Context: an optimization exercise on an open-source flow, tuned for small area. The choices shown serve that exercise and are no tape-out recipe. The RTL was checked by simulation tests, not by an equivalence proof against the original design. No activity file was given, so power comes from the tool's default toggle rates. The clock port is modelled as an ideal driver; clocking choices that lean on that would not hold on a real chip.

===== flow/design.v =====
module gdt_table_param #(
  parameter  int DATA_W  = 32,
  parameter  int GUESTS  = 8,
  parameter  int ENTRIES = 8,
  localparam int GW      = (GUESTS  > 1) ? $clog2(GUESTS)  : 1,
  localparam int EW      = (ENTRIES > 1) ? $clog2(ENTRIES) : 1
) (
  input  logic              clock,
  input  logic              reset,
  input  logic              enable,
  input  logic              RD0_WR1,
  input  logic [GW-1:0]     guest_line,
  input  logic [EW-1:0]     GDT_column,
  input  logic [DATA_W-1:0] i_data,
  output logic [DATA_W-1:0] o_data,
  output logic              o_valid,
  output logic              o_err,
  input  logic              clear_req,
  input  logic [GW-1:0]     clear_guest,
  output logic              busy,
  output logic              clear_done
  ,
  input  logic              lock_wr
);
  localparam int N = GUESTS * ENTRIES;
  logic              busy_q, done_q;
  logic [EW-1:0]     cnt_q;
  logic              pol_q;
  logic [DATA_W-1:0] data_q;
  logic              valid_q, err_q;
  logic              run_q;     
  logic [GW-1:0]     guest_q;   
  logic [N-1:0][DATA_W-1:0] mem_q;
  logic idle;
  assign idle = !busy_q;
  logic [GUESTS-1:0]  g_hit, c_g_hit;
  logic [ENTRIES-1:0] col_hit;
  always_comb begin
    for (int g = 0; g < GUESTS; g++) begin
      g_hit[g]   = (guest_line  == GW'(g));
      c_g_hit[g] = (clear_guest == GW'(g));
    end
    for (int c = 0; c < ENTRIES; c++) col_hit[c] = (GDT_column == EW'(c));
  end
  logic acc_in_range, clr_in_range;
  assign acc_in_range = |g_hit;
  assign clr_in_range = |c_g_hit;
  logic [GUESTS-1:0] lock_q;
  logic access, acc_locked, clr_locked;
  assign access     = idle && enable && !lock_wr;
  assign acc_locked = |(g_hit & lock_q);
  assign clr_locked = |(c_g_hit & lock_q);
  always_ff @(posedge clock or posedge reset) begin
    if (reset) lock_q <= '0;
    else begin
      for (int g = 0; g < GUESTS; g++)
        if (idle && lock_wr && g_hit[g]) lock_q[g] <= i_data[0];
    end
  end
  logic rd, rd_ok, wr, clr_go, clr_bad, clearing;
  assign rd      = access && !RD0_WR1;
  assign rd_ok   = rd && run_q;
  assign wr      = access && RD0_WR1;
  assign clr_go  = idle && clear_req && clr_in_range && !clr_locked;
  assign clr_bad = idle && clear_req && !(clr_in_range && !clr_locked);
  assign clearing = busy_q && !done_q;
  logic [GUESTS-1:0] g_wr, g_zap;
  logic [N-1:0]      we, hold, sel;
  always_comb begin
    for (int g = 0; g < GUESTS; g++) begin
      g_wr[g]  = wr && g_hit[g] && !lock_q[g];
      g_zap[g] = !run_q || (clearing && (guest_q == GW'(g)) && !pol_q);
    end
    for (int g = 0; g < GUESTS; g++)
      for (int c = 0; c < ENTRIES; c++) begin
        we[g*ENTRIES+c]   = g_wr[g] && col_hit[c];
        hold[g*ENTRIES+c] = !(g_wr[g] && col_hit[c]) && !g_zap[g];
        sel[g*ENTRIES+c]  = rd_ok && g_hit[g] && col_hit[c];
      end
  end
  logic [DATA_W-1:0] wdata;
  assign wdata = i_data ^ {DATA_W{pol_q}};
  for (genvar e = 0; e < N; e++) begin : g_word
    gdt_word #(.W(DATA_W)) u_word (
      .clock(clock), .hold(hold[e]), .we(we[e]), .wd(wdata), .q(mem_q[e])
    );
  end
  localparam int NG = (N + 2) / 3;
  logic [3*NG-1:0]              sel_p;
  logic [3*NG-1:0][DATA_W-1:0]  mem_p;
  logic [NG-1:0][DATA_W-1:0]    grp_n;
  always_comb begin
    sel_p = '0;
    mem_p = '0;
    for (int e = 0; e < N; e++) begin
      sel_p[e] = sel[e];
      mem_p[e] = mem_q[e];
    end
  end
  for (genvar k = 0; k < NG; k++) begin : g_rd
    gdt_rd3 #(.W(DATA_W)) u_rd (
      .s0(sel_p[3*k]), .s1(sel_p[3*k+1]), .s2(sel_p[3*k+2]),
      .d0(mem_p[3*k]), .d1(mem_p[3*k+1]), .d2(mem_p[3*k+2]), .yn(grp_n[k])
    );
  end
  logic [DATA_W-1:0] rraw;
  logic              hit;
  always_comb begin
    rraw = data_q & {DATA_W{!rd}};
    for (int j = 0; j < NG; j++) rraw |= ~grp_n[j];
    hit = rd_ok && acc_in_range;
  end
  always_ff @(posedge clock or posedge reset) begin
    if (reset) begin
      busy_q  <= 1'b0;
      done_q  <= 1'b0;
      run_q   <= 1'b0;
      pol_q   <= 1'b0;
      data_q  <= '0;
      valid_q <= 1'b0;
      err_q   <= 1'b0;
    end else begin
      run_q   <= 1'b1;
      pol_q   <= !pol_q;
      data_q  <= rraw ^ {DATA_W{hit && pol_q}};
      valid_q <= rd;
      err_q   <= (access && (!acc_in_range || (RD0_WR1 && acc_locked))) || clr_bad;
      if (idle) begin
        if (clear_req) begin
          busy_q <= 1'b1;
          done_q <= clr_bad;
        end
      end else if (!done_q) begin
        if (cnt_q == EW'(ENTRIES - 1)) done_q <= 1'b1;
      end else begin
        busy_q <= 1'b0;
        done_q <= 1'b0;
      end
    end
  end
  always_ff @(posedge clock) begin
    if (idle) begin
      guest_q <= clear_guest;
      cnt_q   <= '0;
    end else if (!done_q) begin
      cnt_q   <= cnt_q + 1'b1;
    end
  end
  assign o_data     = data_q;
  assign o_valid    = valid_q;
  assign o_err      = err_q;
  assign busy       = busy_q;
  assign clear_done = done_q;
endmodule
module gdt_word #(
  parameter int W = 32
) (
  input  logic         clock,
  input  logic         hold,
  input  logic         we,
  input  logic [W-1:0] wd,
  output logic [W-1:0] q
);
  always_ff @(posedge clock) q <= ~((q & {W{hold}}) | ({W{we}} & wd));
endmodule
module gdt_rd3 #(
  parameter int W = 32
) (
  input  logic         s0, s1, s2,
  input  logic [W-1:0] d0, d1, d2,
  output logic [W-1:0] yn
);
  assign yn = ~(({W{s0}} & d0) | ({W{s1}} & d1) | ({W{s2}} & d2));
endmodule
module gdt_top (
  input  logic        clock,
  input  logic        reset,
  input  logic        enable,
  input  logic        RD0_WR1,
  input  logic [2:0]  guest_line,
  input  logic [2:0]  GDT_column,
  input  logic [31:0] i_data,
  output logic [31:0] o_data,
  output logic        o_valid,
  output logic        o_err,
  input  logic        clear_req,
  input  logic [2:0]  clear_guest,
  output logic        busy,
  output logic        clear_done,
  input  logic        lock_wr
);
  gdt_table_param #(
    .DATA_W (32),
    .GUESTS (6),
    .ENTRIES(8)
  ) u_table (
    .clock      (clock),
    .reset      (reset),
    .enable     (enable),
    .RD0_WR1    (RD0_WR1),
    .guest_line (guest_line),
    .GDT_column (GDT_column),
    .i_data     (i_data),
    .o_data     (o_data),
    .o_valid    (o_valid),
    .o_err      (o_err),
    .clear_req  (clear_req),
    .clear_guest(clear_guest),
    .busy       (busy),
    .clear_done (clear_done),
    .lock_wr    (lock_wr)
  );
endmodule

===== flow/flow/run.sh =====
#!/bin/bash
# Layout flow: the standard ORFS flow (standard.sh) with these changes:
#  * port buffers use the smallest buffer cell (buf_1) instead of the
#    resizer's default pick;
#  * after the placement resize step, flow/post_resize.tcl removes buffers
#    where a stronger cell of the driving gate is smaller than gate plus
#    buffer, and shrinks gates that only drive a buffer (flow/cells.tcl holds
#    the cells' areas and max capacitances, taken from the platform liberty);
#  * clock tree synthesis does not insert dummy loads.
# Synthesis is the standard one (standard.sh synth), unchanged.
set -euo pipefail
export BUFFER_PORTS_ARGS="-buffer_cell sky130_fd_sc_hd__buf_1"
export POST_RESIZE_TCL="$PWD/flow/post_resize.tcl"
export CTS_ARGS="-sink_clustering_enable -repair_clock_nets -sink_clustering_size 30 -sink_clustering_max_diameter 100 -dont_use_dummy_load"
bash standard.sh synth > make_synth.log 2>&1
bash standard.sh floorplan > make_floorplan.log 2>&1
bash standard.sh place > make_place.log 2>&1
bash standard.sh cts > make_cts.log 2>&1
bash standard.sh route > make_route.log 2>&1
bash standard.sh finish > make_finish.log 2>&1

===== flow/flow/cells.tcl =====
# area (um2) and max capacitance (pF) of single-output logic cells, from the sky130hd liberty
set ub_cells {
  a2111o_1 {11.2608 0.175791}
  a2111o_2 {12.5120 0.324107}
  a2111o_4 {21.2704 0.535593}
  a2111oi_0 {8.7584 0.021067}
  a2111oi_1 {10.0096 0.031138}
  a2111oi_2 {15.0144 0.056773}
  a2111oi_4 {27.5264 0.105296}
  a211o_1 {8.7584 0.176707}
  a211o_2 {10.0096 0.325022}
  a211o_4 {17.5168 0.559397}
  a211oi_1 {7.5072 0.047617}
  a211oi_2 {12.5120 0.088816}
  a211oi_4 {20.0192 0.141917}
  a21bo_1 {10.0096 0.183115}
  a21bo_2 {10.0096 0.288401}
  a21bo_4 {16.2656 0.475169}
  a21boi_0 {7.5072 0.048533}
  a21boi_1 {7.5072 0.075999}
  a21boi_2 {11.2608 0.129099}
  a21boi_4 {18.7680 0.215159}
  a21o_1 {7.5072 0.177622}
  a21o_2 {8.7584 0.309458}
  a21o_4 {15.0144 0.568552}
  a21oi_1 {5.0048 0.074168}
  a21oi_2 {8.7584 0.128184}
  a21oi_4 {16.2656 0.221568}
  a221o_1 {10.0096 0.158396}
  a221o_2 {11.2608 0.299387}
  a221o_4 {21.2704 0.537424}
  a221oi_1 {8.7584 0.054942}
  a221oi_2 {15.0144 0.096140}
  a221oi_4 {26.2752 0.166636}
  a222oi_1 {10.0096 0.065928}
  a22o_1 {8.7584 0.159312}
  a22o_2 {10.0096 0.301218}
  a22o_4 {17.5168 0.556650}
  a22oi_1 {7.5072 0.088816}
  a22oi_2 {12.5120 0.170298}
  a22oi_4 {21.2704 0.293894}
  a2bb2o_1 {10.0096 0.158396}
  a2bb2o_2 {11.2608 0.300303}
  a2bb2o_4 {20.0192 0.502634}
  a2bb2oi_1 {8.7584 0.069590}
  a2bb2oi_2 {15.0144 0.130015}
  a2bb2oi_4 {26.2752 0.226145}
  a311o_1 {10.0096 0.142832}
  a311o_2 {11.2608 0.298472}
  a311o_4 {20.0192 0.453196}
  a311oi_1 {8.7584 0.043955}
  a311oi_2 {15.0144 0.084238}
  a311oi_4 {26.2752 0.133677}
  a31o_1 {8.7584 0.160227}
  a31o_2 {8.7584 0.271922}
  a31o_4 {17.5168 0.498972}
  a31oi_1 {6.2560 0.065928}
  a31oi_2 {12.5120 0.118113}
  a31oi_4 {21.2704 0.211497}
  a32o_1 {10.0096 0.151072}
  a32o_2 {11.2608 0.264597}
  a32o_4 {21.2704 0.536509}
  a32oi_1 {8.7584 0.085154}
  a32oi_2 {16.2656 0.155650}
  a32oi_4 {27.5264 0.251780}
  a41o_1 {10.0096 0.165720}
  a41o_2 {11.2608 0.325022}
  a41o_4 {21.2704 0.560313}
  a41oi_1 {8.7584 0.065928}
  a41oi_2 {16.2656 0.124522}
  a41oi_4 {27.5264 0.194102}
  and2_0 {6.2560 0.108958}
  and2_1 {6.2560 0.158396}
  and2_2 {7.5072 0.303049}
  and2_4 {8.7584 0.539255}
  and2b_1 {7.5072 0.169383}
  and2b_2 {8.7584 0.310374}
  and2b_4 {10.0096 0.468760}
  and3_1 {6.2560 0.157481}
  and3_2 {7.5072 0.309458}
  and3_4 {11.2608 0.532847}
  and3b_1 {8.7584 0.157481}
  and3b_2 {10.0096 0.309458}
  and3b_4 {12.5120 0.460520}
  and4_1 {8.7584 0.161143}
  and4_2 {10.0096 0.300303}
  and4_4 {11.2608 0.531931}
  and4b_1 {10.0096 0.155650}
  and4b_2 {11.2608 0.297556}
  and4b_4 {13.7632 0.463267}
  and4bb_1 {12.5120 0.156565}
  and4bb_2 {12.5120 0.270090}
  and4bb_4 {16.2656 0.461436}
  buf_1 {3.7536 0.130015}
  buf_12 {20.0192 5.000000}
  buf_16 {27.5264 5.000000}
  buf_2 {5.0048 0.315867}
  buf_4 {7.5072 0.561228}
  buf_6 {11.2608 0.785532}
  buf_8 {15.0144 5.000000}
  bufbuf_16 {32.5312 1.494150}
  bufbuf_8 {18.7680 0.941172}
  bufinv_16 {30.0288 1.509714}
  bufinv_8 {17.5168 0.942087}
  clkbuf_1 {3.7536 0.130015}
  clkbuf_16 {25.0240 1.531687}
  clkbuf_2 {5.0048 0.281077}
  clkbuf_4 {7.5072 0.517283}
  clkbuf_8 {13.7632 0.909128}
  clkdlybuf4s15_1 {10.0096 0.160227}
  clkdlybuf4s15_2 {11.2608 0.280161}
  clkdlybuf4s18_1 {10.0096 0.160227}
  clkdlybuf4s18_2 {10.0096 0.297556}
  clkdlybuf4s25_1 {10.0096 0.151987}
  clkdlybuf4s25_2 {10.0096 0.298472}
  clkdlybuf4s50_1 {10.0096 0.156565}
  clkdlybuf4s50_2 {11.2608 0.292979}
  clkinv_1 {3.7536 0.190440}
  clkinv_16 {30.0288 2.348337}
  clkinv_2 {5.0048 0.395518}
  clkinv_4 {8.7584 0.782786}
  clkinv_8 {16.2656 1.381540}
  clkinvlp_2 {5.0048 0.154734}
  clkinvlp_4 {7.5072 0.321360}
  dlygate4sd1_1 {8.7584 0.159312}
  dlygate4sd2_1 {8.7584 0.159312}
  dlygate4sd3_1 {10.0096 0.154734}
  dlymetal6s2s_1 {12.5120 0.157481}
  dlymetal6s4s_1 {12.5120 0.156565}
  dlymetal6s6s_1 {12.5120 0.160227}
  ebufn_1 {10.0096 0.075999}
  ebufn_2 {11.2608 0.125437}
  ebufn_4 {16.2656 0.219736}
  ebufn_8 {26.2752 0.380869}
  einvn_0 {5.0048 0.050364}
  einvn_1 {6.2560 0.074168}
  einvn_2 {8.7584 0.128184}
  einvn_4 {13.7632 0.244456}
  einvn_8 {22.5216 0.411082}
  einvp_1 {6.2560 0.076914}
  einvp_2 {8.7584 0.135508}
  einvp_4 {13.7632 0.236216}
  einvp_8 {22.5216 0.403757}
  inv_1 {3.7536 0.181284}
  inv_12 {16.2656 1.417246}
  inv_16 {20.0192 1.681833}
  inv_2 {3.7536 0.331431}
  inv_4 {6.2560 0.563059}
  inv_6 {8.7584 0.782786}
  inv_8 {11.2608 1.035471}
  lpflow_clkbufkapwr_1 {3.7536 0.130930}
  lpflow_clkbufkapwr_16 {25.0240 1.742258}
  lpflow_clkbufkapwr_2 {5.0048 0.281992}
  lpflow_clkbufkapwr_4 {7.5072 0.521860}
  lpflow_clkbufkapwr_8 {13.7632 0.950327}
  lpflow_clkinvkapwr_1 {3.7536 0.191355}
  lpflow_clkinvkapwr_16 {30.0288 2.351084}
  lpflow_clkinvkapwr_2 {5.0048 0.395518}
  lpflow_clkinvkapwr_4 {8.7584 0.784617}
  lpflow_clkinvkapwr_8 {16.2656 1.424570}
  lpflow_inputiso0n_1 {6.2560 0.158396}
  lpflow_inputiso0p_1 {7.5072 0.169383}
  lpflow_inputiso1n_1 {7.5072 0.169383}
  lpflow_inputiso1p_1 {6.2560 0.164805}
  lpflow_isobufsrc_1 {6.2560 0.082407}
  lpflow_isobufsrc_16 {45.0432 0.576792}
  lpflow_isobufsrc_2 {8.7584 0.142832}
  lpflow_isobufsrc_4 {13.7632 0.254527}
  lpflow_isobufsrc_8 {23.7728 0.420237}
  lpflow_isobufsrckapwr_16 {38.7872 1.719370}
  lpflow_lsbuf_lh_hl_isowell_tap_1 {35.0336 0.128184}
  lpflow_lsbuf_lh_hl_isowell_tap_2 {35.0336 0.301218}
  lpflow_lsbuf_lh_hl_isowell_tap_4 {40.0384 0.549326}
  lpflow_lsbuf_lh_isowell_4 {40.0384 0.549326}
  lpflow_lsbuf_lh_isowell_tap_1 {35.0336 0.128184}
  lpflow_lsbuf_lh_isowell_tap_2 {35.0336 0.301218}
  lpflow_lsbuf_lh_isowell_tap_4 {40.0384 0.549326}
  macro_sparecell {36.2848 1.894800}
  maj3_1 {10.0096 0.155650}
  maj3_2 {11.2608 0.304880}
  maj3_4 {13.7632 0.534678}
  mux2_1 {11.2608 0.173045}
  mux2_2 {11.2608 0.297556}
  mux2_4 {15.0144 0.536509}
  mux2_8 {26.2752 0.931101}
  mux2i_1 {10.0096 0.068675}
  mux2i_2 {13.7632 0.108042}
  mux2i_4 {22.5216 0.190440}
  mux4_1 {26.2752 0.161143}
  mux4_2 {22.5216 0.301218}
  mux4_4 {25.0240 0.548411}
  nand2_1 {3.7536 0.166636}
  nand2_2 {6.2560 0.295725}
  nand2_4 {11.2608 0.530100}
  nand2_8 {20.0192 0.933848}
  nand2b_1 {6.2560 0.150156}
  nand2b_2 {8.7584 0.285654}
  nand2b_4 {13.7632 0.521860}
  nand3_1 {5.0048 0.146494}
  nand3_2 {10.0096 0.260020}
  nand3_4 {17.5168 0.469675}
  nand3b_1 {7.5072 0.143748}
  nand3b_2 {11.2608 0.263682}
  nand3b_4 {20.0192 0.479746}
  nand4_1 {6.2560 0.124522}
  nand4_2 {12.5120 0.200510}
  nand4_4 {21.2704 0.357981}
  nand4b_1 {8.7584 0.124522}
  nand4b_2 {15.0144 0.200510}
  nand4b_4 {23.7728 0.364390}
  nand4bb_1 {11.2608 0.123606}
  nand4bb_2 {16.2656 0.200510}
  nand4bb_4 {27.5264 0.356150}
  nor2_1 {3.7536 0.086070}
  nor2_2 {6.2560 0.141917}
  nor2_4 {11.2608 0.251780}
  nor2_8 {20.0192 0.433054}
  nor2b_1 {6.2560 0.082407}
  nor2b_2 {8.7584 0.142832}
  nor2b_4 {13.7632 0.254527}
  nor3_1 {5.0048 0.052195}
  nor3_2 {10.0096 0.092478}
  nor3_4 {16.2656 0.153819}
  nor3b_1 {7.5072 0.049448}
  nor3b_2 {12.5120 0.093394}
  nor3b_4 {18.7680 0.146494}
  nor4_1 {6.2560 0.036631}
  nor4_2 {12.5120 0.064097}
  nor4_4 {21.2704 0.112620}
  nor4b_1 {8.7584 0.033884}
  nor4b_2 {15.0144 0.065012}
  nor4b_4 {23.7728 0.113535}
  nor4bb_1 {10.0096 0.036631}
  nor4bb_2 {16.2656 0.060435}
  nor4bb_4 {25.0240 0.111704}
  o2111a_1 {11.2608 0.161143}
  o2111a_2 {12.5120 0.299387}
  o2111a_4 {20.0192 0.551157}
  o2111ai_1 {8.7584 0.071421}
  o2111ai_2 {15.0144 0.129099}
  o2111ai_4 {26.2752 0.215159}
  o211a_1 {10.0096 0.183115}
  o211a_2 {10.0096 0.268259}
  o211a_4 {17.5168 0.509043}
  o211ai_1 {7.5072 0.074168}
  o211ai_2 {12.5120 0.133677}
  o211ai_4 {21.2704 0.215159}
  o21a_1 {7.5072 0.162974}
  o21a_2 {8.7584 0.294810}
  o21a_4 {15.0144 0.509959}
  o21ai_0 {5.0048 0.050364}
  o21ai_1 {5.0048 0.080576}
  o21ai_2 {8.7584 0.139170}
  o21ai_4 {16.2656 0.224314}
  o21ba_1 {10.0096 0.156565}
  o21ba_2 {10.0096 0.264597}
  o21ba_4 {16.2656 0.452280}
  o21bai_1 {7.5072 0.077830}
  o21bai_2 {11.2608 0.140086}
  o21bai_4 {18.7680 0.245371}
  o221a_1 {11.2608 0.152903}
  o221a_2 {11.2608 0.281077}
  o221a_4 {20.0192 0.487986}
  o221ai_1 {8.7584 0.070506}
  o221ai_2 {15.0144 0.128184}
  o221ai_4 {26.2752 0.216074}
  o22a_1 {8.7584 0.162058}
  o22a_2 {10.0096 0.304880}
  o22a_4 {17.5168 0.530100}
  o22ai_1 {6.2560 0.073252}
  o22ai_2 {12.5120 0.137339}
  o22ai_4 {20.0192 0.216990}
  o2bb2a_1 {10.0096 0.156565}
  o2bb2a_2 {11.2608 0.294810}
  o2bb2a_4 {20.0192 0.497141}
  o2bb2ai_1 {8.7584 0.075999}
  o2bb2ai_2 {15.0144 0.134592}
  o2bb2ai_4 {27.5264 0.246287}
  o311a_1 {10.0096 0.155650}
  o311a_2 {11.2608 0.293894}
  o311a_4 {21.2704 0.539255}
  o311ai_0 {8.7584 0.029307}
  o311ai_1 {8.7584 0.045786}
  o311ai_2 {16.2656 0.082407}
  o311ai_4 {26.2752 0.142832}
  o31a_1 {8.7584 0.149241}
  o31a_2 {10.0096 0.285654}
  o31a_4 {17.5168 0.544749}
  o31ai_1 {7.5072 0.047617}
  o31ai_2 {12.5120 0.080576}
  o31ai_4 {21.2704 0.144663}
  o32a_1 {10.0096 0.150156}
  o32a_2 {11.2608 0.300303}
  o32a_4 {22.5216 0.556650}
  o32ai_1 {8.7584 0.046702}
  o32ai_2 {16.2656 0.088816}
  o32ai_4 {27.5264 0.153819}
  o41a_1 {11.2608 0.147410}
  o41a_2 {12.5120 0.305796}
  o41a_4 {21.2704 0.544749}
  o41ai_1 {8.7584 0.033884}
  o41ai_2 {16.2656 0.062266}
  o41ai_4 {27.5264 0.108958}
  or2_0 {6.2560 0.100718}
  or2_1 {6.2560 0.164805}
  or2_2 {6.2560 0.299387}
  or2_4 {8.7584 0.514536}
  or2b_1 {7.5072 0.169383}
  or2b_2 {8.7584 0.312205}
  or2b_4 {11.2608 0.515452}
  or3_1 {6.2560 0.167551}
  or3_2 {7.5072 0.310374}
  or3_4 {11.2608 0.531931}
  or3b_1 {8.7584 0.167551}
  or3b_2 {8.7584 0.269175}
  or3b_4 {11.2608 0.469675}
  or4_1 {7.5072 0.167551}
  or4_2 {8.7584 0.310374}
  or4_4 {11.2608 0.534678}
  or4b_1 {10.0096 0.167551}
  or4b_2 {10.0096 0.265513}
  or4b_4 {13.7632 0.533762}
  or4bb_1 {11.2608 0.167551}
  or4bb_2 {12.5120 0.312205}
  or4bb_4 {15.0144 0.532847}
  probe_p_8 {15.0144 0.954905}
  probec_p_8 {15.0144 0.952158}
  xnor2_1 {8.7584 0.069590}
  xnor2_2 {16.2656 0.121775}
  xnor2_4 {27.5264 0.211497}
  xnor3_1 {22.5216 0.154734}
  xnor3_2 {23.7728 0.301218}
  xnor3_4 {26.2752 0.554819}
  xor2_1 {8.7584 0.076914}
  xor2_2 {16.2656 0.130015}
  xor2_4 {27.5264 0.219736}
  xor3_1 {23.7728 0.151072}
  xor3_2 {25.0240 0.285654}
  xor3_4 {27.5264 0.506296}
}

===== flow/flow/post_resize.tcl =====
# Area clean-up after the placement resize step.
# The resizer fixes a gate that drives a large load by putting a buffer
# after it. Where a stronger cell of the gate's own function can drive the
# whole load (within the max capacitance less CAP_MARGIN) and is smaller than
# gate plus buffer, the buffer is removed and the gate resized. A gate whose
# only load is a buffer takes the smallest cell of its function that drives
# that buffer. Anything left over a limit is fixed by repair_design after.
source [file join [file dirname [info script]] cells.tcl]
set ub_pfx sky130_fd_sc_hd__
set ub_margin [expr {1.0 - [env_var_or_empty CAP_MARGIN] / 100.0}]
if {[env_var_or_empty CAP_MARGIN] eq ""} { set ub_margin 0.8 }

proc ub_cap {net} {
  return [expr {[sta::Net_capacitance [get_nets [$net getName]] [sta::cmd_scene] max] * 1e12}]
}
# smallest cell of the function of $cell whose max capacitance covers $cap
proc ub_fit {cell cap} {
  if {![regexp {^(.+)_[0-9]+$} $cell -> base]} { return "" }
  set best ""; set ba 1e9
  dict for {n v} $::ub_cells {
    if {![regexp "^${base}_\[0-9\]+\$" $n]} continue
    lassign $v a mc
    if {$mc * $::ub_margin >= $cap && $a < $ba} { set best $n; set ba $a }
  }
  return $best
}
proc ub_area {cell} { return [lindex [dict get $::ub_cells $cell] 0] }

estimate_parasitics -placement
set ub_area0 [rsz::design_area]
set ub_merged 0; set ub_shrunk 0; set ub_drivers {}
set block [ord::get_db_block]
foreach inst [$block getInsts] {
  set bm [[$inst getMaster] getName]
  if {![regexp "^${ub_pfx}buf_\[0-9\]+\$" $bm]} continue
  set in ""; set out ""
  foreach it [$inst getITerms] {
    if {[$it isInputSignal]} { set in [$it getNet] }
    if {[$it isOutputSignal]} { set out [$it getNet] }
  }
  if {$in eq "" || $out eq "" || $in eq "NULL" || $out eq "NULL"} continue
  if {[llength [$in getBTerms]] > 0 || [llength [$out getBTerms]] > 0} continue
  set drv ""; set nload 0
  foreach it [$in getITerms] {
    if {[$it isOutputSignal]} { set drv [$it getInst] } elseif {[$it isInputSignal]} { incr nload }
  }
  if {$drv eq "" || [$drv isFixed]} continue
  set dm [string range [[$drv getMaster] getName] [string length $ub_pfx] end]
  if {![dict exists $ub_cells $dm] || [regexp {^(buf|clkbuf|dly|clkdly)} $dm]} continue
  set bcell [string range $bm [string length $ub_pfx] end]
  set cin [ub_cap $in]
  set cout [ub_cap $out]
  set fit [ub_fit $dm [expr {$cin + $cout}]]
  if {$fit ne "" && [ub_area $fit] < [ub_area $dm] + [ub_area $bcell]} {
    set loads {}
    foreach it [$out getITerms] { if {[$it isInputSignal]} { lappend loads $it } }
    foreach it $loads { $it disconnect; $it connect $in }
    foreach it [$inst getITerms] { $it disconnect }
    odb::dbInst_destroy $inst
    odb::dbNet_destroy $out
    if {$fit ne $dm} { $drv swapMaster [[ord::get_db] findMaster $ub_pfx$fit] }
    lappend ub_drivers $drv
    incr ub_merged
  } elseif {$nload == 1} {
    set fit [ub_fit $dm $cin]
    if {$fit ne "" && [ub_area $fit] < [ub_area $dm]} {
      $drv swapMaster [[ord::get_db] findMaster $ub_pfx$fit]
      incr ub_shrunk
    }
  }
}
# Step up any merged driver whose net still has a pin over the slew limit
# less SLEW_MARGIN.
set ub_slew_lim [expr {1.5e-9 * (1.0 - ([env_var_or_empty SLEW_MARGIN] eq "" ? 20 : [env_var_or_empty SLEW_MARGIN]) / 100.0)}]
proc ub_worst_slew {drv} {
  set w 0.0
  foreach it [$drv getITerms] {
    if {![$it isOutputSignal]} continue
    foreach t [[$it getNet] getITerms] {
      set p [get_pins [[$t getInst] getName]/[[$t getMTerm] getName]]
      foreach e {rise fall} {
        set s [get_property $p slew_max_$e]
        if {[string is double -strict $s]} { set w [expr {max($w, [sta::time_ui_sta $s])}] }
      }
    }
  }
  return $w
}
for {set pass 0} {$pass < 4} {incr pass} {
  estimate_parasitics -placement
  set bumped 0
  foreach drv $ub_drivers {
    if {[ub_worst_slew $drv] <= $ub_slew_lim} continue
    set dm [string range [[$drv getMaster] getName] [string length $ub_pfx] end]
    regexp {^(.+)_[0-9]+$} $dm -> base
    set cur [ub_area $dm]; set next ""; set na 1e9
    dict for {n v} $ub_cells {
      if {[regexp "^${base}_\[0-9\]+\$" $n] && [lindex $v 0] > $cur && [lindex $v 0] < $na} { set next $n; set na [lindex $v 0] }
    }
    if {$next ne ""} { $drv swapMaster [[ord::get_db] findMaster $ub_pfx$next]; incr bumped }
  }
  if {$bumped == 0} break
}
estimate_parasitics -placement
puts "UNBUF merged $ub_merged buffers into their drivers, shrank $ub_shrunk drivers, area [format %.1f [expr {([rsz::design_area]-$ub_area0)*1e12}]] um2"
repair_design_helper

===== flow/standard.sh =====
#!/bin/bash
# synth_recipe.tcl (not shown) runs the flow's synth.tcl, then flattens the netlist and writes it again
# the make line also repeats each setting of config.mk as NAME=value (left out here)
make -C /OpenROAD-flow-scripts/flow DESIGN_CONFIG=/design/flow/config.mk WORK_HOME=/design/flow/orfs CLKGATE_MAP_FILE= SYNTH_SCRIPT=/design/flow/synth_recipe.tcl "${@:-finish}"

===== flow/config.mk =====
export PLATFORM = sky130hd
export DESIGN_NAME = gdt_top
export DESIGN_NICKNAME = gdt_top
export VERILOG_FILES = /design/flow/design.v
export SDC_FILE = /design/flow/constraint.sdc
export NUM_CORES = 8
export LEC_CHECK = 0
export CAP_MARGIN = 20
export CORE_MARGIN = 2
export CORE_UTILIZATION = 70
export CTS_CLUSTER_DIAMETER = 100
export CTS_CLUSTER_SIZE = 30
export SLEW_MARGIN = 20
export SYNTH_HIERARCHICAL = 1

===== flow/constraint.sdc =====
create_clock -name core_clock -period 8.0 [get_ports {clock}]
set_input_delay 1.6000 -clock core_clock [delete_from_list [all_inputs] [get_ports {clock}]]
set_output_delay 1.6000 -clock core_clock [all_outputs]
set_load 0.01 [all_outputs]

==> results of run 1 <==
[cells in the mapped netlist, drive strengths merged, types with 16 or more instances]
cell    number
dfxtp     1539
nand2       16
clkbuf      23
or4         33
dfrtp       44
a22oi     1537
nand4      132
a21oi       84
buf        447
xor2        65
a222oi     512
nor2       110
[power by group through the flow]
| stage | registers [uW] | clock network, uW | logic (uW) |
|---|---|---|---|
| 2_1_floorplan | 9850 | 0 | 1030 |
| 3_3_place_gp | 10100 | 0 | 1390 |
[cell families after synthesis]
logic type / Yosys count
AO/OA/AOI/OAI: 2145
XOR/XNOR: 65
other: 1
AND/OR/NAND/NOR: 330
adder cells (fa/ha/maj): 2
flip-flops: 1586
buffers and inverters: 476
multiplexers: 11
[per-stage QoR]
stage / setup WS (ps) / cell area [sq um] / hold WS, ps / std cells
floorplan: 4140 / 55600 / 431 / 4616
global placement: 1880 / 56000 / 441 / 5466
[worst min path at each step]
stage                                          startpoint                                 endpoint  slack (ps)  cells after the start
global placement   u_table.g_word[5].u_word.q[29]$_DFF_P_   u_table.g_word[5].u_word.q[29]$_DFF_P_         440                      1
floorplan         u_table.g_word[10].u_word.q[29]$_DFF_P_  u_table.g_word[10].u_word.q[29]$_DFF_P_         430                      1
==> flow_summary_export.csv, run 1 <==
group,metric,value,unit
floorplan,die_x,286,microns
yosys,synth_xor_area_share,1.02,%
floorplan,row_count,103,
placement,globalplace.congestion,0.971,
yosys,synth_top_cell_by_area,"dfxtp_1",
run_status,status,"did not finish",
yosys,ys_warn_count,8,
yosys,ys_ff_latch,1586,
yosys,async_reset_ff_share,2.77,%
run_status,stop_stage,"3_4_place_resized",
yosys,yosys-top-cells-area,"dfxtp_1 55%, a22oi_1 21%, a222oi_1 9.2%",
floorplan,start_util,70.5,%
yosys,synthDistinctLibCells,46,
floorplan,fp.dieH,286,microns
yosys,postSynthAreaPerCell,12.0,sq um
yosys,synth_top_family_by_area,"compound AO/OA/AOI/OAI gates",
yosys,syn_inst,4616,
run_status,first-error,"Error: resize.tcl, 39 can't read \"::ub_cells\": no such variable",
yosys,syn_nets,4665,
floorplan,pin_count,83,
yosys,synth_compound_area_share,30.9,%
yosys,synth-edff-count,3,
yosys,synth-simple-area-share,3.34,%
yosys,ys_seq_area_share,57.6,%
yosys,yosys.area.top_type_share,55.4,%
yosys,synth_mux_area_share,0.236,%
yosys,synthAdderAreaFrac,0.0450,%
yosys,ys.flop_type,"dfxtp_1",
yosys,syn-cell-area,0.0556,sq mm
placement,io_buffers,82,
==> run 2: changes to the inputs <==
--- a/flow/design.v
+++ b/flow/design.v
@@ -64,22 +64,28 @@
   assign clr_go  = idle && clear_req && clr_in_range && !clr_locked;
   assign clr_bad = idle && clear_req && !(clr_in_range && !clr_locked);
   assign clearing = busy_q && !done_q;
-  logic [GUESTS-1:0] g_wr, g_zap;
-  logic [N-1:0]      we, hold, sel;
+  logic [GUESTS-1:0] g_wr, g_rdq, g_nzap;
+  logic [N-1:0]      we, hold, sel, we_n, hold_n, sel_n;
   always_comb begin
     for (int g = 0; g < GUESTS; g++) begin
-      g_wr[g]  = wr && g_hit[g] && !lock_q[g];
-      g_zap[g] = !run_q || (clearing && (guest_q == GW'(g)) && !pol_q);
-    end
-    for (int g = 0; g < GUESTS; g++)
-      for (int c = 0; c < ENTRIES; c++) begin
-        we[g*ENTRIES+c]   = g_wr[g] && col_hit[c];
-        hold[g*ENTRIES+c] = !(g_wr[g] && col_hit[c]) && !g_zap[g];
-        sel[g*ENTRIES+c]  = rd_ok && g_hit[g] && col_hit[c];
-      end
-  end
-  logic [DATA_W-1:0] wdata;
-  assign wdata = i_data ^ {DATA_W{pol_q}};
+      g_wr[g]   = wr && g_hit[g] && !lock_q[g];
+      g_rdq[g]  = rd_ok && g_hit[g];
+      g_nzap[g] = run_q && !(clearing && (guest_q == GW'(g)) && !pol_q);
+    end
+  end
+  for (genvar e = 0; e < N; e++) begin : g_ctl
+    gdt_nand2 u_we_n   (.a(g_wr[e / ENTRIES]),  .b(col_hit[e % ENTRIES]), .y(we_n[e]));
+    gdt_nand2 u_hold_n (.a(we_n[e]),            .b(g_nzap[e / ENTRIES]),  .y(hold_n[e]));
+    gdt_nand2 u_sel_n  (.a(g_rdq[e / ENTRIES]), .b(col_hit[e % ENTRIES]), .y(sel_n[e]));
+    gdt_inv u_we   (.a(we_n[e]),   .y(we[e]));
+    gdt_inv u_hold (.a(hold_n[e]), .y(hold[e]));
+    gdt_inv u_sel  (.a(sel_n[e]),  .y(sel[e]));
+  end
+  logic [DATA_W-1:0] wdata, wdata_n;
+  assign wdata_n = ~(i_data ^ {DATA_W{pol_q}});
+  for (genvar j = 0; j < DATA_W; j++) begin : g_wd
+    gdt_inv u_wd (.a(wdata_n[j]), .y(wdata[j]));
+  end
   for (genvar e = 0; e < N; e++) begin : g_word
     gdt_word #(.W(DATA_W)) u_word (
       .clock(clock), .hold(hold[e]), .we(we[e]), .wd(wdata), .q(mem_q[e])
@@ -163,6 +169,19 @@
 );
   always_ff @(posedge clock) q <= ~((q & {W{hold}}) | ({W{we}} & wd));
 endmodule
+module gdt_nand2 (
+  input  logic a,
+  input  logic b,
+  output logic y
+);
+  assign y = ~(a & b);
+endmodule
+module gdt_inv (
+  input  logic a,
+  output logic y
+);
+  assign y = ~a;
+endmodule
 module gdt_rd3 #(
   parameter int W = 32
 ) (
--- a/flow/flow/cells.tcl
+++ b/flow/flow/cells.tcl
@@ -1,5 +1,5 @@
 # area (um2) and max capacitance (pF) of single-output logic cells, from the sky130hd liberty
-set ub_cells {
+set ::ub_cells {
   a2111o_1 {11.2608 0.175791}
   a2111o_2 {12.5120 0.324107}
   a2111o_4 {21.2704 0.535593}
==> flow/flow/post_resize.tcl (replaced) <==
# Hook run after the placement resize step (POST_RESIZE_TCL). ORFS sources
# it inside a procedure, so run the clean-up at global scope.
uplevel #0 [list source [file join [file dirname [info script]] unbuf.tcl]]
==> flow/flow/unbuf.tcl (new file) <==
# Area clean-up after the placement resize step.
# The resizer fixes a gate that drives a large load by putting a buffer
# after it. Where a stronger cell of the gate's own function can drive the
# whole load (within the max capacitance less CAP_MARGIN) and is smaller than
# gate plus buffer, the buffer is removed and the gate resized. A gate whose
# only load is a buffer takes the smallest cell of its function that drives
# that buffer. Anything left over a limit is fixed by repair_design after.
source [file join [file dirname [info script]] cells.tcl]
set ub_pfx sky130_fd_sc_hd__
set ub_margin 0.8
if {[env_var_or_empty CAP_MARGIN] ne ""} { set ub_margin [expr {1.0 - $::env(CAP_MARGIN) / 100.0}] }

proc ub_cap {net} {
  return [expr {[sta::Net_capacitance [get_nets [$net getName]] [sta::cmd_scene] max] * 1e12}]
}
# smallest cell of the function of $cell whose max capacitance covers $cap
proc ub_fit {cell cap} {
  if {![regexp {^(.+)_[0-9]+$} $cell -> base]} { return "" }
  set best ""; set ba 1e9
  dict for {n v} $::ub_cells {
    if {![regexp "^${base}_\[0-9\]+\$" $n]} continue
    lassign $v a mc
    if {$mc * $::ub_margin >= $cap && $a < $ba} { set best $n; set ba $a }
  }
  return $best
}
proc ub_area {cell} { return [lindex [dict get $::ub_cells $cell] 0] }

estimate_parasitics -placement
set ub_area0 [rsz::design_area]
set ub_merged 0; set ub_shrunk 0; set ub_drivers {}
set block [ord::get_db_block]
foreach inst [$block getInsts] {
  set bm [[$inst getMaster] getName]
  if {![regexp "^${ub_pfx}buf_\[0-9\]+\$" $bm]} continue
  set in ""; set out ""
  foreach it [$inst getITerms] {
    if {[$it isInputSignal]} { set in [$it getNet] }
    if {[$it isOutputSignal]} { set out [$it getNet] }
  }
  if {$in eq "" || $out eq "" || $in eq "NULL" || $out eq "NULL"} continue
  if {[llength [$in getBTerms]] > 0 || [llength [$out getBTerms]] > 0} continue
  set drv ""; set nload 0
  foreach it [$in getITerms] {
    if {[$it isOutputSignal]} { set drv [$it getInst] } elseif {[$it isInputSignal]} { incr nload }
  }
  if {$drv eq "" || [$drv isFixed]} continue
  set dm [string range [[$drv getMaster] getName] [string length $ub_pfx] end]
  if {![dict exists $ub_cells $dm] || [regexp {^(buf|clkbuf|dly|clkdly)} $dm]} continue
  set bcell [string range $bm [string length $ub_pfx] end]
  set cin [ub_cap $in]
  set cout [ub_cap $out]
  set fit [ub_fit $dm [expr {$cin + $cout}]]
  if {$fit ne "" && [ub_area $fit] < [ub_area $dm] + [ub_area $bcell]} {
    set loads {}
    foreach it [$out getITerms] { if {[$it isInputSignal]} { lappend loads $it } }
    foreach it $loads { $it disconnect; $it connect $in }
    foreach it [$inst getITerms] { $it disconnect }
    odb::dbInst_destroy $inst
    odb::dbNet_destroy $out
    if {$fit ne $dm} { $drv swapMaster [[ord::get_db] findMaster $ub_pfx$fit] }
    lappend ub_drivers $drv
    incr ub_merged
  } elseif {$nload == 1} {
    set fit [ub_fit $dm $cin]
    if {$fit ne "" && [ub_area $fit] < [ub_area $dm]} {
      $drv swapMaster [[ord::get_db] findMaster $ub_pfx$fit]
      incr ub_shrunk
    }
  }
}
# Step up any merged driver whose net still has a pin over the slew limit
# less SLEW_MARGIN.
set ub_slew_lim [expr {1.5e-9 * (1.0 - ([env_var_or_empty SLEW_MARGIN] eq "" ? 20 : [env_var_or_empty SLEW_MARGIN]) / 100.0)}]
proc ub_worst_slew {drv} {
  set w 0.0
  foreach it [$drv getITerms] {
    if {![$it isOutputSignal]} continue
    foreach t [[$it getNet] getITerms] {
      set p [get_pins [[$t getInst] getName]/[[$t getMTerm] getName]]
      foreach e {rise fall} {
        set s [get_property $p slew_max_$e]
        if {[string is double -strict $s]} { set w [expr {max($w, [sta::time_ui_sta $s])}] }
      }
    }
  }
  return $w
}
for {set pass 0} {$pass < 4} {incr pass} {
  estimate_parasitics -placement
  set bumped 0
  foreach drv $ub_drivers {
    if {[ub_worst_slew $drv] <= $ub_slew_lim} continue
    set dm [string range [[$drv getMaster] getName] [string length $ub_pfx] end]
    regexp {^(.+)_[0-9]+$} $dm -> base
    set cur [ub_area $dm]; set next ""; set na 1e9
    dict for {n v} $ub_cells {
      if {[regexp "^${base}_\[0-9\]+\$" $n] && [lindex $v 0] > $cur && [lindex $v 0] < $na} { set next $n; set na [lindex $v 0] }
    }
    if {$next ne ""} { $drv swapMaster [[ord::get_db] findMaster $ub_pfx$next]; incr bumped }
  }
  if {$bumped == 0} break
}
estimate_parasitics -placement
puts "UNBUF merged $ub_merged buffers into their drivers, shrank $ub_shrunk drivers, area [format %.1f [expr {([rsz::design_area]-$ub_area0)*1e12}]] um2"
repair_design_helper
==> flow_summary_export.csv, run 2 <==
group,metric,value,unit
setup_path,rr_endpoint,"u_table.data_q[21]$_DFF_PP0_",
clock_tree,clock_path_buffers,3,
setup_path,arrival,6470,ps
cells_and_area,nFillCells,5964,
power_and_ir_drop,power.share.clock,24.3,%
cells_and_area,layout_common_cells,"1539 x dfxtp_1, 1536 x a22oi_1, 512 x a222oi_1, 156 x nand2_1, 128 x nand4_1",
min_path,min_from,"u_table.g_word[14].u_word.q[10]$_DFF_P_",
clock_tree,post-cts-setup-buffer-count,0,
sta,final-max-slew-violation-count,0,
power_and_ir_drop,switching_share,26.3,%
grt,grt_pass1_vias,42212,
power_and_ir_drop,seqPwrFrac,66.5,%
setup_path,worstSetupEndpointType,"flip-flop",
yosys,async_reset_ff_share,2.77,%
floorplan,die_area,0.0822,sq mm
yosys,ys_seq_area_share,57.2,%
cells_and_area,fin_util,70.4,%
sta,skew,47.8,ps
sta,tightest_slew,1390,ps
power_and_ir_drop,power.density,270,mW/mm^2
floorplan,start_util,70.7,%
placement,dp.cells,5447,
min_path,hold_path_depth,1,
grt,grt_max_degree,49,
min_path,min_to,"u_table.g_word[14].u_word.q[10]$_DFF_P_",
setup_path,rrSetupSlack,2720,ps
grt,track_usage,46.2,%
route,drc_errors,0,
yosys,yosysMostFrequentCell,"dfxtp_1",
cells_and_area,synthToLayoutAreaGrowth,-0.467,%
route,drtIter0Drc,10592,
route,dr.pass1.iters,13,
setup_path,worstPathMaxFanout,33,
setup_path,reg2reg_depth,13,
floorplan,die_x,287,microns
clock_tree,cts.sinks,1586,
cells_and_area,drive_above_1_share,5.89,%
yosys,synthDistinctLibCells,43,
min_path,hp-class,"flip-flop to flip-flop",
clock_tree,cts_resized,0,
yosys,yosys.area.top_type_share,55.0,%
floorplan,row_count,103,
power_and_ir_drop,power.net_switching,3960,uW
floorplan,core,0.0791,sq mm
setup_path,start_kind,"primary input",
grt,grt_pass1_wl,285000,microns
sta,period_needed,5860,ps
grt,antenna_found_initial,22,
sta,fin_tns_setup,0,ps
sta,fin_hold_ws,462,ps
yosys,syn_nets,4801,
placement,globalplace.congestion,0.990,
route,vias_per_cell,8.37,
run_status,status,"complete, no violations",
route,wl_per_cell,35.8,microns
sta,setup_viol,0,
job,maxCapViolCount,0,
cells_and_area,reg_top3,"u_table.g_word.u_word.q (1536), u_table.data_q (32), u_table.lock_q (6)",
clock_tree,clk_latency,720,ps
yosys,synth-edff-count,3,
setup_path,worstReg2RegStart,"u_table.busy_q$_DFF_PP0_",
floorplan,fp.dieH,287,microns
yosys,syn-cell-area,0.0560,sq mm
sta,fin_crit_sh,73.2,%
sta,hold_viol,0,
placement,dp.final_hpwl,114000,microns
cells_and_area,fin_nets,4519,
yosys,synth_top_cell_by_area,"dfxtp_1",
cells_and_area,final_cell_count_no_fill,5524,
cells_and_area,multiInputGateArea,0.0196,sq mm
power_and_ir_drop,p_int,11100,uW
yosys,syn_inst,4752,
sta,rsz0062_at_grt,"no",
clock_tree,clk_pin_slew,120,ps
cells_and_area,final_common_cell,"dfxtp_1",
power_and_ir_drop,ir_worst_vdd,0.216,mV
clock_tree,numCtsBuffers,58,
clock_tree,cts_hold_buf,0,
cells_and_area,largest_reg_flops,1536,
cells_and_area,top_register,"u_table.g_word.u_word.q",
clock_tree,cts_tree,"done",
setup_path,worstSetupPathType,"primary input to flip-flop",
floorplan,pin_count,83,
grt,grt.overflow.total,0,
placement,io_buffers,82,
sta,fmax,0.171,GHz
power_and_ir_drop,p_leak,0.0209,uW
clock_tree,cts_max_level,2,
yosys,ys.flop_type,"dfxtp_1",
yosys,postSynthAreaPerCell,11.8,sq um
clock_tree,cts_root_buf,"clkbuf_16",
route,ant_nets,0,
route,drt-total-wl,198000,microns
cells_and_area,register_area,0.0320,sq mm
yosys,ys_warn_count,8,
power_and_ir_drop,p_comb_share,9.2,%
sta,relSlewSlack,7.48,%
yosys,synthTopCellsByCount,"1539 x dfxtp_1, 1536 x a22oi_1, 512 x a222oi_1, 244 x buf_6, 193 x buf_2",
yosys,ys_ff_latch,1586,
route,num_vias,46246,
yosys,yosys-top-cells-area,"dfxtp_1 55%, a22oi_1 21%, a222oi_1 9.2%",
setup_path,cp.required,8610,ps
run 2: worst max path at each step:
stage	cells after the start	endpoint	start
floorplan	15	u_table.data_q[10]$_DFF_PP0_	enable
global placement	15	u_table.data_q[7]$_DFF_PP0_	lock_wr
detailed placement	14	u_table.data_q[7]$_DFF_PP0_	lock_wr
CTS	14	u_table.data_q[7]$_DFF_PP0_	lock_wr
global route	14	u_table.data_q[7]$_DFF_PP0_	enable
finish	14	u_table.data_q[21]$_DFF_PP0_	enable
run 2: worst max-delay path: stages:
cell	delay, ps
buf_1	70
nor3b_2	160
nand2b_2	600
inv_2	80
nand2_2	120
or2_2	150
nor3_2	110
nand2_1	120
clkinv_1	860
a222oi_1	1090
nand4_1	510
or4_1	640
a21oi_1	160
xor2_1	160
run 2: cell families after synthesis:
| logic type | count (synthesis) | synth area share (%) |
|---|---|---|
| AO/OA/AOI/OAI | 2093 | 30.2 |
| XOR/XNOR | 65 | 1.02 |
| adder cells (fa/ha/maj) | 2 | 0.0447 |
| buffers and inverters | 632 | 7.94 |
| flip-flops | 1586 | 57.2 |
| multiplexers | 12 | 0.250 |
| other | 1 | 0.00670 |
| AND/OR/NAND/NOR | 361 | 3.35 |
run 2: through the flow:
stage                     area [sq um]  power (uW)  setup WS [ps]
after floorplan                  56000       10800           4130
after global placement           55000       11400           2110
after detailed placement         54000       11400           1830
after CTS                        55500       14900           2560
after global routing             55700       15500           2260
final                            55700       15000           2140
run 2: modules after synthesis, one instance, submodules excluded, excerpt:
| module | copies in the design | cells | flip-flops and latches |
|---|---|---|---|
| gdt_nand2 | 144 | 1 | 0 |
| gdt_inv | 176 | 1 | 0 |
run 2: metal layers:
metal | vias up | global-route usage [%] | part of all wire [%]
met1 | 23081 | 61.1 | 36
met4 | 30 | 25.8 | 6.5
met3 | 692 | 17.4 | 16
met2 | 3729 | 65.1 | 42
li1 | 18714 | - | -
met5 | - | 0 | 0.10
run 2: final cells by class:
type,instances,area share (%)
Antenna cell,6,0.0270
Sequential cell,1586,57.4
Clock buffer,58,2.61
Inverter,185,1.36
Tap cell,1050,2.36
Timing Repair Buffer,105,1.04
Multi-Input combinational cell,2534,35.2
run 2: power groups by stage:
stage / sequential (uW) / clock [uW] / combinational, uW
final: 9980 / 3650 / 1390
after global routing: 10100 / 3900 / 1500
after CTS: 9900 / 3630 / 1360
after detailed placement: 10100 / 0 / 1360
after global placement: 10100 / 0 / 1310
after floorplan: 9830 / 0 / 1020
==> run 3: changes to the inputs <==
--- a/flow/design.v
+++ b/flow/design.v
@@ -65,7 +65,7 @@
   assign clr_bad = idle && clear_req && !(clr_in_range && !clr_locked);
   assign clearing = busy_q && !done_q;
   logic [GUESTS-1:0] g_wr, g_rdq, g_nzap;
-  logic [N-1:0]      we, hold, sel, we_n, hold_n, sel_n;
+  logic [N-1:0]      we_n, rel, sel, sel_n;
   always_comb begin
     for (int g = 0; g < GUESTS; g++) begin
       g_wr[g]   = wr && g_hit[g] && !lock_q[g];
@@ -75,20 +75,18 @@
   end
   for (genvar e = 0; e < N; e++) begin : g_ctl
     gdt_nand2 u_we_n   (.a(g_wr[e / ENTRIES]),  .b(col_hit[e % ENTRIES]), .y(we_n[e]));
-    gdt_nand2 u_hold_n (.a(we_n[e]),            .b(g_nzap[e / ENTRIES]),  .y(hold_n[e]));
+    gdt_nand2 u_rel    (.a(we_n[e]),            .b(g_nzap[e / ENTRIES]),  .y(rel[e]));
     gdt_nand2 u_sel_n  (.a(g_rdq[e / ENTRIES]), .b(col_hit[e % ENTRIES]), .y(sel_n[e]));
-    gdt_inv u_we   (.a(we_n[e]),   .y(we[e]));
-    gdt_inv u_hold (.a(hold_n[e]), .y(hold[e]));
     gdt_inv u_sel  (.a(sel_n[e]),  .y(sel[e]));
   end
   logic [DATA_W-1:0] wdata, wdata_n;
-  assign wdata_n = ~(i_data ^ {DATA_W{pol_q}});
+  assign wdata_n = i_data ^ {DATA_W{pol_q}};
   for (genvar j = 0; j < DATA_W; j++) begin : g_wd
     gdt_inv u_wd (.a(wdata_n[j]), .y(wdata[j]));
   end
   for (genvar e = 0; e < N; e++) begin : g_word
     gdt_word #(.W(DATA_W)) u_word (
-      .clock(clock), .hold(hold[e]), .we(we[e]), .wd(wdata), .q(mem_q[e])
+      .clock(clock), .rel(rel[e]), .we_n(we_n[e]), .d(wdata), .q(mem_q[e])
     );
   end
   localparam int NG = (N + 2) / 3;
@@ -128,7 +126,7 @@
     end else begin
       run_q   <= 1'b1;
       pol_q   <= !pol_q;
-      data_q  <= rraw ^ {DATA_W{hit && pol_q}};
+      data_q  <= rraw ^ {DATA_W{hit && !pol_q}};
       valid_q <= rd;
       err_q   <= (access && (!acc_in_range || (RD0_WR1 && acc_locked))) || clr_bad;
       if (idle) begin
@@ -162,12 +160,12 @@
   parameter int W = 32
 ) (
   input  logic         clock,
-  input  logic         hold,
-  input  logic         we,
-  input  logic [W-1:0] wd,
+  input  logic         rel,
+  input  logic         we_n,
+  input  logic [W-1:0] d,
   output logic [W-1:0] q
 );
-  always_ff @(posedge clock) q <= ~((q & {W{hold}}) | ({W{we}} & wd));
+  always_ff @(posedge clock) q <= ~((q | {W{rel}}) & ({W{we_n}} | d));
 endmodule
 module gdt_nand2 (
   input  logic a,
==> flow_summary_export.csv, run 3 <==
group,metric,value,unit
setup_path,worstSetupEndpointType,"flip-flop",
route,vias_per_cell,8.30,
cells_and_area,fin_util,70.4,%
clock_tree,clock_path_buffers,3,
cells_and_area,top_register,"u_table.g_word.u_word.q",
cells_and_area,drive_above_1_share,6.06,%
setup_path,arrival,6510,ps
yosys,async_reset_ff_share,2.77,%
sta,tightest_slew,1230,ps
yosys,synthTopCellsByCount,"1539 x dfxtp_1, 1536 x o22ai_1, 512 x a222oi_1, 244 x buf_6, 195 x buf_2",
yosys,synth_top_cell_by_area,"dfxtp_1",
sta,final-max-slew-violation-count,0,
yosys,synthDistinctLibCells,42,
sta,setup_viol,0,
yosys,ys.flop_type,"dfxtp_1",
floorplan,die_area,0.0789,sq mm
route,drt-total-wl,184000,microns
grt,grt_pass1_vias,40984,
route,wl_per_cell,34.1,microns
route,drc_errors,0,
clock_tree,cts.sinks,1586,
setup_path,worstSetupPathType,"primary input to flip-flop",
power_and_ir_drop,power.net_switching,3800,uW
setup_path,worstReg2RegStart,"u_table.busy_q$_DFF_PP0_",
grt,track_usage,44.8,%
clock_tree,post-cts-setup-buffer-count,0,
min_path,min_to,"u_table.g_word[44].u_word.q[22]$_DFF_P_",
cells_and_area,synthToLayoutAreaGrowth,-0.482,%
cells_and_area,fin_nets,4406,
sta,fmax,0.167,GHz
clock_tree,numCtsBuffers,58,
power_and_ir_drop,p_comb_share,8.5,%
yosys,postSynthAreaPerCell,11.5,sq um
yosys,ys_ff_latch,1586,
floorplan,start_util,70.7,%
cells_and_area,finish.instance_area,0.0534,sq mm
yosys,syn_nets,4705,
setup_path,reg2reg_depth,13,
yosys,yosys.area.top_type_share,57.4,%
setup_path,cp.required,8510,ps
grt,grt.overflow.total,0,
yosys,syn-cell-area,0.0537,sq mm
route,ant_nets,0,
yosys,syn_inst,4656,
clock_tree,cts_tree,"done",
grt,grt_pass1_wl,268000,microns
cells_and_area,layout_common_cells,"1539 x dfxtp_1, 1536 x o22ai_1, 512 x a222oi_1, 128 x nand4_1, 97 x nand2_2",
placement,placed_cell_area,0.0519,sq mm
sta,fin_crit_sh,74.9,%
floorplan,row_count,101,
cells_and_area,reg_top3,"u_table.g_word.u_word.q (1536), u_table.data_q (32), u_table.lock_q (6)",
min_path,min_from,"u_table.g_word[44].u_word.q[22]$_DFF_P_",
cells_and_area,final_common_cell,"dfxtp_1",
placement,globalplace.congestion,0.949,
yosys,ys_warn_count,8,
clock_tree,cts_resized,0,
power_and_ir_drop,p_int,10900,uW
setup_path,worstPathMaxFanout,33,
sta,relSlewSlack,17.7,%
clock_tree,cts_max_level,2,
sta,period_needed,5990,ps
setup_path,rrSetupSlack,2600,ps
power_and_ir_drop,ir_worst_vdd,0.220,mV
power_and_ir_drop,power.share.clock,24.6,%
run_status,status,"complete, no violations",
route,num_vias,44742,
placement,io_buffers,82,
clock_tree,clk_pin_slew,110,ps
sta,hold_viol,0,
setup_path,start_kind,"primary input",
sta,skew,36.8,ps
power_and_ir_drop,p_leak,0.0191,uW
power_and_ir_drop,power.density,276,mW/mm^2
clock_tree,clk_latency,700,ps
placement,dp.final_hpwl,103000,microns
yosys,ys_seq_area_share,59.6,%
min_path,hp-class,"flip-flop to flip-flop",
floorplan,core,0.0759,sq mm
floorplan,fp.dieH,281,microns
yosys,yosysMostFrequentCell,"dfxtp_1",
yosys,synth-edff-count,3,
clock_tree,cts_hold_buf,0,
sta,fin_hold_ws,448,ps
cells_and_area,largest_reg_flops,1536,
power_and_ir_drop,switching_share,25.8,%
power_and_ir_drop,seqPwrFrac,66.9,%
grt,antenna_found_initial,22,
grt,grt_max_degree,49,
floorplan,die_x,281,microns
sta,fin_tns_setup,0,ps
yosys,yosys-top-cells-area,"dfxtp_1 57%, o22ai_1 18%, a222oi_1 9.5%",
sta,rsz0062_at_grt,"no",
power_and_ir_drop,power,14800,uW
clock_tree,cts_root_buf,"clkbuf_16",
min_path,hold_path_depth,1,
route,dr.pass1.iters,13,
setup_path,rr_endpoint,"u_table.data_q[0]$_DFF_PP0_",
route,drtIter0Drc,8883,
floorplan,pin_count,83,
job,maxCapViolCount,0,
==> run 3: cell count changes after synthesis <==
| cell | previous run | this run |
|---|---|---|
| a22oi_1 | 1536 | 0 |
| buf_2 | 193 | 195 |
| clkbuf_1 | 10 | 8 |
| inv_1 | 184 | 88 |
| o22ai_1 | 0 | 1536 |
| xnor2_1 | 32 | 0 |
| xor2_1 | 33 | 65 |
==> run 3: how the worst max path moves through the flow <==
stage | slack (ps) | endpoint | startpoint | cells after the start
5_1_grt | 1930 | u_table.data_q[5]$_DFF_PP0_ | enable | 14
3_3_place_gp | 2360 | u_table.data_q[0]$_DFF_PP0_ | lock_wr | 15
3_5_place_dp | 1930 | u_table.data_q[0]$_DFF_PP0_ | lock_wr | 14
2_1_floorplan | 4130 | u_table.data_q[10]$_DFF_PP0_ | enable | 15
4_1_cts | 2640 | u_table.data_q[0]$_DFF_PP0_ | lock_wr | 14
6_report | 2010 | u_table.data_q[0]$_DFF_PP0_ | enable | 14
==> run 3: modules after synthesis, one instance, submodules excluded, excerpt <==
module	cells inside	flip-flops and latches
gdt_inv	1	0
gdt_nand2	1	0
==> run 3: metrics by stage <==
step | worst slack, ps | std cells
floorplan | 4130 | 4656
global placement | 2360 | 5455
detailed placement | 1930 | 5322
CTS | 2640 | 5380
global route | 1930 | 5388
finish | 2010 | 5391
==> run 3: layout make-up <==
cell class / instances / area [sq um]
Multi-Input combinational cell: 2534 / 17900
Antenna cell: 6 / 15.0
Sequential cell: 1586 / 32000
Timing Repair Buffer: 88 / 413
Tap cell: 1030 / 1290
Fill cell: 5753 / 22500
Inverter: 89 / 347
Clock buffer: 58 / 1450
==> run 3: logic make-up (layout without fill, tap and decap cells) <==
logic type	after synthesis	after routing	share of synthesized area, %
fa+ha+maj	2	2	0.0466
flops	1586	1586	59.6
mux	12	12	0.261
simple gates	361	361	3.49
buf+inv	536	235	7.61
xor+xnor	65	65	1.06
compound gates	2093	2093	27.9
other cells	1	7	0.00698
==> run 3: critical path: stages <==
cell	delay [ps]
buf_1	70
nor3b_2	160
nand2b_2	740
inv_2	100
nand2_2	140
or2_2	160
nor2_1	180
nand2_1	130
clkinv_1	850
a222oi_1	900
nand4_1	520
or4_1	670
a21oi_1	160
xor2_1	100
==> run 3: power groups by stage <==
stage / clock network (uW) / registers [uW] / logic (uW)
after detailed placement: 0 / 9990 / 1220
after CTS: 3600 / 9820 / 1210
final: 3620 / 9870 / 1260
after global placement: 0 / 9970 / 1170
after global routing: 3860 / 9970 / 1340
after floorplan: 0 / 9790 / 916
==> run 3: routing by layer <==
layer / GRT usage (%) / wire (microns) / up-vias
li1: - / - / 18659
met1: 59.9 / 68500 / 22114
met2: 65.3 / 78500 / 3385
met3: 13.6 / 26700 / 560
met4: 23.6 / 10200 / 24
met5: 0 / 184 / -
==> run 4: changes to the inputs <==
--- a/flow/flow/run.sh
+++ b/flow/flow/run.sh
@@ -11,7 +11,7 @@
 set -euo pipefail
 export BUFFER_PORTS_ARGS="-buffer_cell sky130_fd_sc_hd__buf_1"
 export POST_RESIZE_TCL="$PWD/flow/post_resize.tcl"
-export CTS_ARGS="-sink_clustering_enable -repair_clock_nets -sink_clustering_size 30 -sink_clustering_max_diameter 100 -dont_use_dummy_load"
+export CTS_ARGS="-sink_clustering_enable -repair_clock_nets -sink_clustering_size 27 -sink_clustering_max_diameter 100 -dont_use_dummy_load"
 bash standard.sh synth > make_synth.log 2>&1
 bash standard.sh floorplan > make_floorplan.log 2>&1
 bash standard.sh place > make_place.log 2>&1
--- a/flow/config.mk
+++ b/flow/config.mk
@@ -9,6 +9,6 @@
 export CORE_MARGIN = 2
 export CORE_UTILIZATION = 70
 export CTS_CLUSTER_DIAMETER = 100
-export CTS_CLUSTER_SIZE = 30
+export CTS_CLUSTER_SIZE = 27
 export SLEW_MARGIN = 20
 export SYNTH_HIERARCHICAL = 1
==> flow_summary_export.csv, run 4 <==
group,metric,value,unit
clock_tree,numCtsBuffers,68,
grt,antenna_found_initial,21,
floorplan,row_count,101,
clock_tree,clock_path_buffers,3,
route,ant_nets,0,
setup_path,worstSetupPathType,"primary input to flip-flop",
clock_tree,post-cts-setup-buffer-count,0,
cells_and_area,synthToLayoutAreaGrowth,0.142,%
floorplan,pin_count,83,
sta,fmax,0.166,GHz
power_and_ir_drop,power.density,280,mW/mm^2
sta,rsz0062_at_grt,"no",
yosys,synthDistinctLibCells,42,
floorplan,start_util,70.7,%
yosys,yosysMostFrequentCell,"dfxtp_1",
cells_and_area,final_common_cell,"dfxtp_1",
placement,io_buffers,82,
job,maxCapViolCount,0,
clock_tree,clk_latency,660,ps
route,wl_per_cell,34.1,microns
grt,grt.overflow.total,0,
clock_tree,cts_resized,0,
yosys,synth_top_cell_by_area,"dfxtp_1",
grt,grt_pass1_vias,41323,
clock_tree,cts_tree,"done",
power_and_ir_drop,ir_worst_vdd,0.208,mV
yosys,syn_inst,4656,
run_status,status,"complete, no violations",
route,vias_per_cell,8.32,
setup_path,worstSetupEndpointType,"flip-flop",
yosys,yosys.area.top_type_share,57.4,%
sta,fin_ws,1990,ps
cells_and_area,layout_common_cells,"1539 x dfxtp_1, 1536 x o22ai_1, 512 x a222oi_1, 128 x nand4_1, 97 x nand2_2",
sta,tightest_slew,1250,ps
sta,relSlewSlack,16.6,%
cells_and_area,finish.instance_area,0.0538,sq mm
cells_and_area,largest_reg_flops,1536,
min_path,hp-class,"flip-flop to flip-flop",
power_and_ir_drop,p_leak,0.0193,uW
clock_tree,cts_root_buf,"clkbuf_16",
placement,placed_cell_area,0.0519,sq mm
route,dr.pass1.iters,11,
setup_path,start_kind,"primary input",
route,drt-total-wl,184000,microns
floorplan,die_area,0.0789,sq mm
sta,period_needed,6010,ps
clock_tree,cts_max_level,3,
cells_and_area,register_area,0.0320,sq mm
yosys,postSynthAreaPerCell,11.5,sq um
yosys,ys_seq_area_share,59.6,%
yosys,async_reset_ff_share,2.77,%
sta,skew,41.8,ps
setup_path,worstPathMaxFanout,33,
clock_tree,cts.sinks,1586,
floorplan,die_x,281,microns
placement,dp.final_hpwl,103000,microns
route,num_vias,44967,
clock_tree,cts_hold_buf,0,
sta,hold_viol,0,
sta,fin_crit_sh,75.2,%
cells_and_area,final_cell_count_no_fill,5407,
grt,grt_max_degree,49,
placement,dp.cells,5322,
cells_and_area,top_register,"u_table.g_word.u_word.q",
setup_path,arrival,6510,ps
yosys,ys_warn_count,8,
route,drtIter0Drc,9016,
setup_path,cp.required,8490,ps
min_path,min_from,"u_table.g_word[11].u_word.q[5]$_DFF_P_",
grt,grt_pass1_wl,270000,microns
cells_and_area,nFillCells,5732,
yosys,synth-edff-count,3,
sta,setup_viol,0,
setup_path,crit_start,"enable",
yosys,syn-cell-area,0.0537,sq mm
floorplan,core,0.0759,sq mm
route,drc_errors,0,
cells_and_area,multiInputGateArea,0.0179,sq mm
floorplan,fp.dieH,281,microns
yosys,syn_nets,4705,
yosys,synthTopCellsByCount,"1539 x dfxtp_1, 1536 x o22ai_1, 512 x a222oi_1, 244 x buf_6, 195 x buf_2",
yosys,yosys-top-cells-area,"dfxtp_1 57%, o22ai_1 18%, a222oi_1 9.5%",
cells_and_area,reg_top3,"u_table.g_word.u_word.q (1536), u_table.data_q (32), u_table.lock_q (6)",
grt,track_usage,45.1,%
cells_and_area,drive_above_1_share,6.34,%
clock_tree,clk_pin_slew,100,ps
setup_path,worstReg2RegStart,"u_table.busy_q$_DFF_PP0_",
yosys,ys_ff_latch,1586,
placement,globalplace.congestion,0.949,
sta,fin_tns_setup,0,ps
sta,final-max-slew-violation-count,0,
cells_and_area,fin_nets,4419,
placement,pre_cts_slack,1930,ps
yosys,ys.flop_type,"dfxtp_1",
## run 4: layout make-up
cell class / count / area share, %
Antenna cell: 9 / 0.0419
Clock buffer: 68 / 3.16
Inverter: 89 / 0.649
Multi-Input combinational cell: 2534 / 33.3
Sequential cell: 1586 / 59.5
Tap cell: 1030 / 2.40
Timing Repair Buffer: 91 / 0.896
## run 4: where the power goes
part,leakage [uW],switching [uW],internal (uW),total [uW]
logic,0.00493,731,530,1260
registers,0.0135,757,9110,9870
clock network,0.000838,2370,1540,3910
total,0.0193,3860,11200,15000
## run 4: cells by family after synthesis
family | Yosys count | share of synthesized area, %
AO/OA/AOI/OAI | 2093 | 27.9
buffers and inverters | 536 | 7.61
multiplexers | 12 | 0.261
AND/OR/NAND/NOR | 361 | 3.49
flip-flops | 1586 | 59.6
adder cells (fa/ha/maj) | 2 | 0.0466
other | 1 | 0.00698
XOR/XNOR | 65 | 1.06
## run 4: worst paths after layout
kind	end	slack, ps	cells after the start
max	u_table.data_q[0]$_DFF_PP0_	1990	14
min	u_table.g_word[11].u_word.q[5]$_DFF_P_	450	1
max reg2reg	u_table.data_q[0]$_DFF_PP0_	2600	13
min reg2reg	u_table.g_word[11].u_word.q[5]$_DFF_P_	450	1
max in group asynchronous	u_table.data_q[12]$_DFF_PP0_	6440	2
min in group asynchronous	u_table.err_q$_DFF_PP0_	1030	2
## run 4: Yosys stat by module (local to each module, per instance), a selection
module     cells  cell area, sq um  flip-flops and latches
gdt_inv        1              3.75                       0
gdt_nand2      1              3.75                       0
## run 4: metal layers
layer | track usage (%) | routed length, microns | part of all wire (%) | up-vias
met4 | 24.7 | 10200 | 5.5 | 22
met5 | 0 | 148 | 0.080 | -
met3 | 15.1 | 26800 | 15 | 571
li1 | - | - | - | 18670
met1 | 59.5 | 68400 | 37 | 22324
met2 | 65.5 | 78900 | 43 | 3380
## run 4: through the flow
stage / hold WS [ps] / total power (uW) / util [%]
after global routing: 457 / 15500 / 70.8
after global placement: 429 / 11100 / 69.2
after floorplan: 421 / 10700 / -
after CTS: 447 / 14900 / 70.5
final: 448 / 15000 / 70.8
after detailed placement: 436 / 11200 / 68.3
## run 4: worst max-delay path: stages
cell and delay, ps:
buf_1 70, nor3b_2 160, nand2b_2 720, inv_2 90
nand2_2 140, or2_2 160, nor2_1 180, nand2_1 130
clkinv_1 840, a222oi_1 850, nand4_1 590, or4_1 690
a21oi_1 160, xor2_1 100

## separate check: timing with driven ports
The flow's constraints put no driver on any port. The routed layouts listed below were extracted and timed again, unchanged, in two steps.
Step 1: set_driving_cell puts a clkbuf_16 on clock and a buf_2 on each other input, an assumption about the parent block.
Step 2 times the ports against the registers' clock, not the clock port: input delays grow and output delays shrink by t, the midpoint of the rising clock arrivals with the driver on.
Slacks: ideal ports / drivers / drivers and shift; pairs: ideal ports / drivers.
run	t, ns	setup slack, ns	worst setup path at the end	worst slew at a driven data input, ns	pins driven straight from the clock port
run 2	0.773	2.143 / 2.198 / 1.425	input to register	0.12	1
run 3	0.748	2.005 / 2.058 / 1.310	input to register	0.15	1
run 4	0.714	1.985 / 2.039 / 1.324	input to register	0.14	1
After both steps every run listed still meets setup and hold. The setup slack of run 2, which loses most, moves by +0.055 ns with the drivers and by -0.718 ns with both steps.
